Background: an optimization exercise with open tools, aiming at small area, a short achievable clock period and few clock cycles per item. Do not read the settings as production practice.
Function was checked by simulation only, so behaviour that the tests miss may differ from the original.

## red
// rgb_hsv_converter
module rgb_hsv_converter #(
  parameter int unsigned CHANNEL_BITS = 8
) (
  input  logic                         clk_i,
  input  logic                         rst_ni,
  input  logic                         cfg_we_i,
  input  logic                         cfg_wdata_i,
  input  logic                         pix_i_valid,
  output logic                         pix_i_ready,
  input  logic [CHANNEL_BITS-1:0]      pix_i_red,
  input  logic [CHANNEL_BITS-1:0]      pix_i_green,
  input  logic [CHANNEL_BITS-1:0]      pix_i_blue,
  input  logic [rhc_pkg::HUE_BITS-1:0] pix_i_hue,
  input  logic [CHANNEL_BITS-1:0]      pix_i_saturation,
  input  logic [CHANNEL_BITS-1:0]      pix_i_brightness,
  input  logic [CHANNEL_BITS-1:0]      pix_i_alpha,
  output logic                         pix_o_valid,
  input  logic                         pix_o_ready,
  output logic [CHANNEL_BITS-1:0]      pix_o_out_red,
  output logic [CHANNEL_BITS-1:0]      pix_o_out_green,
  output logic [CHANNEL_BITS-1:0]      pix_o_out_blue,
  output logic [rhc_pkg::HUE_BITS-1:0] pix_o_out_hue,
  output logic [CHANNEL_BITS-1:0]      pix_o_out_saturation,
  output logic [CHANNEL_BITS-1:0]      pix_o_out_brightness,
  output logic [CHANNEL_BITS-1:0]      pix_o_out_alpha
);
  localparam int unsigned NST = 9;   
  logic dir_q;
  logic en;
  always_ff @(posedge clk_i or negedge rst_ni) begin
    if (!rst_ni) begin
      dir_q <= 1'b0;
    end else if (cfg_we_i) begin
      dir_q <= cfg_wdata_i;
    end
  end
  ...
Size: roughly 4100 cells after synthesis, about 450 flip-flops, roughly 35000 sq um of cells after synthesis.
clock: 10.0 ns
lec_check: 0
abc_area: 1
cap_margin: 20
core_margin: 2
core_utilization: 55
cts_cluster_diameter: 100
cts_cluster_size: 24
place_density: 0.65
setup_slack_margin: 5
slew_margin: 20
standard.sh (not shown) runs the stock make flow with config.mk's settings and CLKGATE_MAP_FILE= SYNTH_SCRIPT=/design/flow/synth_recipe.tcl, a recipe that flattens the netlist after the stock synthesis.
==> flow/flow/run.sh <==
#!/bin/bash
set -euo pipefail
sed -e 's#"\${@:-finish}"#BUFFER_PORTS_ARGS="-buffer_cell sky130_fd_sc_hd__buf_2" "${@:-finish}"#' \
  -e 's/SETUP_SLACK_MARGIN=5 /SETUP_SLACK_MARGIN=5.4 /' \
  standard.sh > standard_own.sh
grep -q 'BUFFER_PORTS_ARGS' standard_own.sh
grep -q 'SETUP_SLACK_MARGIN=5.4 ' standard_own.sh
bash standard_own.sh > standard.log 2>&1
red: no failed stages, no open violations at the end
Testbench counts of red, summed over its fixed seeds: cycles 19,368, items 19,200.
### red -> blue
==> flow/run.sh (new file) <==
#!/bin/bash
# synth_recipe.tcl (not shown) runs the flow's synth.tcl, then flattens the netlist and writes it again
# the make line also repeats each setting of config.mk as NAME=value (left out here)
make -C /OpenROAD-flow-scripts/flow DESIGN_CONFIG=/design/flow/config.mk WORK_HOME=/design/flow/orfs CLKGATE_MAP_FILE= SYNTH_SCRIPT=/design/flow/synth_recipe.tcl finish
removed: flow/flow/run.sh
removed: flow/standard.sh
Notes after the runs:
blue against red: clock sink count flat, number of gates on the worst path with buffers counted down 4, cell area flat. Compared with red, blue instantiates a smaller number of standard cells. Diff red -> blue: final-layout clock buffer total up 1, met3 wire length down 2.1%.
Relative to blue, the following input files were edited for green:
- removing ABC_AREA (formerly 1)
- changing CORE_UTILIZATION from 55 to 40
- removing PLACE_DENSITY (formerly 0.65)
blue reports its timing startpoint of the critical path as h2_q[5] while green reports x4_q[3]. Diff blue -> green | number of CTS-inserted buffers | up by a few percent. green -> blue: top-level I/O count delta 0, exact match. green vs. blue: worst setup slack went down by 0.16 ns.
#### Input delta (orange over green)
- CTS_CLUSTER_SIZE no longer set, was 24
- CTS_CLUSTER_DIAMETER no longer set, was 100
Findings:
orange finished every step from synthesis to the final layout, and the layout passed the timing, DRC and antenna checks.
Looking at the reports, green completed the entire flow and the layout it produced met the timing, DRC and antenna checks.
Relative to green, share of the final layout cell area in sequential cells has decreased by 0.56 points in orange.
Max arrival time of the worst setup path across orange and green: green
orange — wire length 520 um higher, green as reference
Clock network latency to the later pin of the worst-skew pair across orange and green: no real change.
Re first-iteration DRC count: orange and green aren't equal, and the lower value belongs to green.
Measured against each other, orange and green differ in remaining max-slew budget at the tightest pin, the higher figure coming from green.

* * *

rgb_hsv_converter again, from the RTL that the note above started with.
Settings: LEC_CHECK=0, ABC_AREA=1, CAP_MARGIN=20, CORE_MARGIN=2, CORE_UTILIZATION=40, CTS_CLUSTER_DIAMETER=100, CTS_CLUSTER_SIZE=24, SETUP_SLACK_MARGIN=5, SLEW_MARGIN=20, TNS_END_PERCENT=10; clock period 10.0 ns.
run.sh (not shown) runs the stock make flow with config.mk's settings and CLKGATE_MAP_FILE= SYNTH_SCRIPT=/design/flow/synth_recipe.tcl, a recipe that flattens the netlist after the stock synthesis.
Stock flow here: none of the scripts above is used.
The first run finished with timing, DRC and antenna clean.
Testbench counts at the start, summed over its fixed seeds: cycles 19,368, items 19,200.
Edit:
==> flow/flow/run.sh (new file) <==
#!/bin/bash
set -euo pipefail
sed -e 's#"\${@:-finish}"#BUFFER_PORTS_ARGS="-buffer_cell sky130_fd_sc_hd__buf_2" "${@:-finish}"#' \
  -e 's/SETUP_SLACK_MARGIN=5 /SETUP_SLACK_MARGIN=5.8 /' \
  standard.sh > standard_own.sh
grep -q 'BUFFER_PORTS_ARGS' standard_own.sh
grep -q 'SETUP_SLACK_MARGIN=5.8 ' standard_own.sh
bash standard_own.sh > standard.log 2>&1
==> flow/standard.sh (new file) <==
#!/bin/bash
# synth_recipe.tcl (not shown) runs the flow's synth.tcl, then flattens the netlist and writes it again
# the make line also repeats each setting of config.mk as NAME=value (left out here)
make -C /OpenROAD-flow-scripts/flow DESIGN_CONFIG=/design/flow/config.mk WORK_HOME=/design/flow/orfs CLKGATE_MAP_FILE= SYNTH_SCRIPT=/design/flow/synth_recipe.tcl "${@:-finish}"
CORE_UTILIZATION = 55   (was 40)
PLACE_DENSITY = 0.65   (was unset)
TNS_END_PERCENT = unset   (was 10)
removed: flow/run.sh
After rerunning:
- global-route usage increases by 8.0 points
- register-to-register slack gains 0.24 ns
- utilization increases by 19 points
- worst setup slack gains 0.37 ns
Edit:
==> flow/flow/run.sh (replaced) <==
#!/bin/bash
set -euo pipefail
sed -e 's#"\${@:-finish}"#BUFFER_PORTS_ARGS="-buffer_cell sky130_fd_sc_hd__buf_2" "${@:-finish}"#' \
  -e 's/SETUP_SLACK_MARGIN=5 /SETUP_SLACK_MARGIN=5.3 /' \
  standard.sh > standard_own.sh
grep -q 'BUFFER_PORTS_ARGS' standard_own.sh
grep -q 'SETUP_SLACK_MARGIN=5.3 ' standard_own.sh
bash standard_own.sh > standard.log 2>&1
Effect: Via count goes down by about 1.8%; non-clock buffer count goes down by 86; first-iteration DRC count falls by about 1.6%; setup slack loses 0.013 ns; cell count decreases by about 1.8%; global-route usage falls by 1.2 points; count of clock-buffer cells in the layout shrinks by 1; synthesized area does not change; flip-flop and latch count does not change; register-to-register slack hardly moves.
Edit:
==> flow/run.sh (new file) <==
#!/bin/bash
# synth_recipe.tcl (not shown) runs the flow's synth.tcl, then flattens the netlist and writes it again
# the make line also repeats each setting of config.mk as NAME=value (left out here)
make -C /OpenROAD-flow-scripts/flow DESIGN_CONFIG=/design/flow/config.mk WORK_HOME=/design/flow/orfs CLKGATE_MAP_FILE= SYNTH_SCRIPT=/design/flow/synth_recipe.tcl finish
CORE_UTILIZATION = 40   (was 55)
PLACE_DENSITY = 0.7   (was 0.65)
removed: flow/flow/run.sh
removed: flow/standard.sh
Via count falls by 1.4%.
Hold slack got worse by 0.0040 ns.
Utilization came out lower by 16 points.

[separate check: timing with driven ports]
The results above use ideal ports. As a check the final layouts listed here were re-extracted and re-timed, cells and wires unchanged.
Step 1 sets driving cells, clkbuf_16 on the clock port and buf_2 on the other inputs (assumed; they add their load-dependent delay and slew).
Step 2 times the ports against the registers' clock, not the clock port: input delays grow and output delays shrink by t, the midpoint of the rising clock arrivals with the driver on.
Three values: ideal ports, drivers, drivers and shift; two values: the first two.
| run | t (ns) | setup slack, ns | worst hold slack (ns) |
|---|---|---|---|
| red | 0.649 | 5.404 / 5.404 / 5.318 | 0.416 / 0.416 / 0.416 |
| blue | 0.641 | 5.224 / 5.224 / 4.851 | 0.418 / 0.418 / 0.418 |
| green | 0.647 | 5.061 / 5.061 / 4.577 | 0.413 / 0.413 / 0.413 |
| orange | 0.640 | 5.084 / 5.084 / 4.559 | 0.400 / 0.400 / 0.400 |
| the first run of note 2 | 0.659 | 5.004 / 4.978 / 4.838 | 0.414 / 0.414 / 0.414 |
| the second run of note 2 | 0.648 | 5.376 / 5.376 / 5.376 | 0.422 / 0.422 / 0.422 |
| the third run of note 2 | 0.633 | 5.363 / 5.363 / 5.121 | 0.419 / 0.419 / 0.419 |
| the fourth run of note 2 | 0.639 | 5.053 / 5.032 / 4.757 | 0.415 / 0.415 / 0.415 |
After both steps every run listed still meets setup and hold. For orange, which loses most, drivers alone change the setup slack by 0.000 ns; drivers and shift together by -0.525 ns.
